Source: an optimization exercise on an open RTL-to-GDS flow (aim: small area, a short achievable clock period and few clock cycles per item). Production flows keep margins and buffers that such runs may drop. Function was checked by simulation only, so behaviour that the tests miss may differ from the original. Power figures rest on the tool's default switching activity, not on a simulated workload.

Design iq_corr_accum, start of the top module:
module iq_corr_accum
#(
    parameter int LOG2_N = 4
) (
    input  logic               clk,
    input  logic               rst_n,
    input  logic               clr,
    input  logic               s_valid,
    output logic               s_ready,
    input  logic signed [15:0] s_xi,
    input  logic signed [15:0] s_xq,
    input  logic signed [15:0] s_ri,
    input  logic signed [15:0] s_rq,
    output logic               m_valid,
    input  logic               m_ready,
    output logic signed [63:0] m_wi,
    output logic signed [63:0] m_wq,
    output iq_corr_pkg::slot_state_t o_dbg_slot
);
    localparam int CNT_W = (LOG2_N == 0) ? 1 : LOG2_N;
    localparam logic [CNT_W-1:0] CNT_LAST = CNT_W'((1 << LOG2_N) - 1);
    logic [CNT_W-1:0] r_cnt;
    logic             r_first1, r_last1;          
    logic             r_done;                     
    iq_corr_pkg::slot_state_t r_state;
    logic [15:0]      r_xi, r_xq;                 
    logic [7:0]       r_ri_one, r_ri_two, r_ri_neg;
    logic [7:0]       r_rq_one, r_rq_two, r_rq_neg;
  ...
Size: roughly 3000 cells after synthesis, roughly 320 flip-flops, ~0.034 mm² of cells after synthesis.
==> flow/config.mk <==
export PLATFORM = sky130hd
export DESIGN_NAME = iq_corr_accum
export DESIGN_NICKNAME = iq_corr_accum
export VERILOG_FILES = /design/flow/design.v
export SDC_FILE = /design/flow/constraint.sdc
export NUM_CORES = 4
export LEC_CHECK = 0
export ABC_CLOCK_PERIOD_IN_PS = 4000
export CAP_MARGIN = 20
export CORE_MARGIN = 2
export CORE_UTILIZATION = 40
export SETUP_SLACK_MARGIN = 4.45
export SLEW_MARGIN = 20
export SYNTH_HIERARCHICAL = 1
export SYNTH_MINIMUM_KEEP_SIZE = 0
==> flow/constraint.sdc <==
create_clock -name core_clock -period 8.5 [get_ports {clk}]
set_input_delay 1.7000 -clock core_clock [delete_from_list [all_inputs] [get_ports {clk}]]
set_output_delay 1.7000 -clock core_clock [all_outputs]
set_load 0.01 [all_outputs]
standard.sh (not shown) runs the stock make flow with config.mk's settings and CLKGATE_MAP_FILE= SYNTH_SCRIPT=/design/flow/synth_recipe.tcl, a recipe that flattens the netlist after the stock synthesis.
==> flow/flow/run.sh <==
#!/bin/bash
# The standard layout (standard.sh), except that the port buffers placed before global placement
# are plain buffers (buf_2) instead of the delay cells buffer_ports picks by default, which the
# repair steps then cannot resize. Every make step's full output goes to flow.log here.
set -euo pipefail
export BUFFER_PORTS_ARGS="-buffer_cell sky130_fd_sc_hd__buf_2"
bash standard.sh finish > flow.log 2>&1
The first run completed with no timing, DRC or antenna violations.
Testbench counts at the start, summed over its fixed seeds: cycles 3,090, items 3,072.
==> next run, changes <==
--- a/flow/config.mk
+++ b/flow/config.mk
@@ -6,9 +6,9 @@
 export NUM_CORES = 4
 export LEC_CHECK = 0
-export ABC_CLOCK_PERIOD_IN_PS = 4000
+export ABC_CLOCK_PERIOD_IN_PS = 4200
 export CAP_MARGIN = 20
 export CORE_MARGIN = 2
 export CORE_UTILIZATION = 40
-export SETUP_SLACK_MARGIN = 4.45
+export SETUP_SLACK_MARGIN = 4.3
 export SLEW_MARGIN = 20
 export SYNTH_HIERARCHICAL = 1
Effect: The changed run finished clean; sequential power went up by about 1%; setup slack got worse by 0.11 ns; fmax went down by about 2.7%; clock-buffer cell count went up by 6; non-clock buffer count went down by 65.
==> next run, changes <==
--- a/flow/config.mk
+++ b/flow/config.mk
@@ -10,4 +10,5 @@
 export CORE_MARGIN = 2
 export CORE_UTILIZATION = 40
+export CTS_BUF_LIST = sky130_fd_sc_hd__clkbuf_4 sky130_fd_sc_hd__clkbuf_8
 export SETUP_SLACK_MARGIN = 4.3
 export SLEW_MARGIN = 20
What happened: Hold slack hardly moves; routed wire length is higher by 1.2%; setup slack improves by 0.012 ns; design area goes up by 0.55%; area after synthesis is unchanged; first-iteration DRC count came out lower by 6.7%; clock power came out higher by about 3%.
==> next run, changes <==
==> flow/run.sh (new file) <==
#!/bin/bash
# synth_recipe.tcl (not shown) runs the flow's synth.tcl, then flattens the netlist and writes it again
# the make line also repeats each setting of config.mk as NAME=value (left out here)
make -C /OpenROAD-flow-scripts/flow DESIGN_CONFIG=/design/flow/config.mk WORK_HOME=/design/flow/orfs CLKGATE_MAP_FILE= SYNTH_SCRIPT=/design/flow/synth_recipe.tcl finish
--- a/flow/config.mk
+++ b/flow/config.mk
@@ -6,10 +6,9 @@
 export NUM_CORES = 4
 export LEC_CHECK = 0
-export ABC_CLOCK_PERIOD_IN_PS = 4200
+export ABC_CLOCK_PERIOD_IN_PS = 4000
 export CAP_MARGIN = 20
 export CORE_MARGIN = 2
 export CORE_UTILIZATION = 40
-export CTS_BUF_LIST = sky130_fd_sc_hd__clkbuf_4 sky130_fd_sc_hd__clkbuf_8
-export SETUP_SLACK_MARGIN = 4.3
+export SETUP_SLACK_MARGIN = 4.5
 export SLEW_MARGIN = 20
 export SYNTH_HIERARCHICAL = 1
removed: flow/flow/run.sh
removed: flow/standard.sh
Routed wire length grows by about 9%.
Non-clock buffer count grows by 143.
Power grows by about 3%.
Worst setup slack improved by 0.15 ns.
Sequential share of layout area shrinks by 1.5 points.
Flip-flop and latch count does not change.

[re-timing with driven ports]
The flow's constraints put no driver on any port. The routed layouts listed below were extracted and timed again, unchanged, in two steps. Step 1: set_driving_cell puts a clkbuf_16 on clk and a buf_2 on each other input, an assumption about the parent block. Step 2, shift: input delay + t, output delay - t, t = (earliest + latest rising clock arrival at the registers) / 2. This alone moves slack from input paths to output paths. Three values: ideal, step 1, step 2; two values: the first two.
run	shift t [ns]	setup slack, ns	latest minus earliest clock arrival (ns)	worst register clock-pin slew, ns	cell pins on the clock port's net
the first run	0.647	4.457 / 4.448 / 4.448	0.033 / 0.033	0.07 / 0.07	1
the second run	0.625	4.344 / 4.344 / 4.344	0.043 / 0.044	0.07 / 0.07	1
the third run	0.754	4.356 / 4.356 / 4.356	0.080 / 0.080	0.08 / 0.08	1
the fourth run	0.639	4.503 / 4.453 / 4.453	0.026 / 0.026	0.07 / 0.07	1
After both steps setup and hold are still met in every run listed. For the fourth run, which loses most, drivers alone change the setup slack by -0.050 ns; drivers and shift together by -0.050 ns.
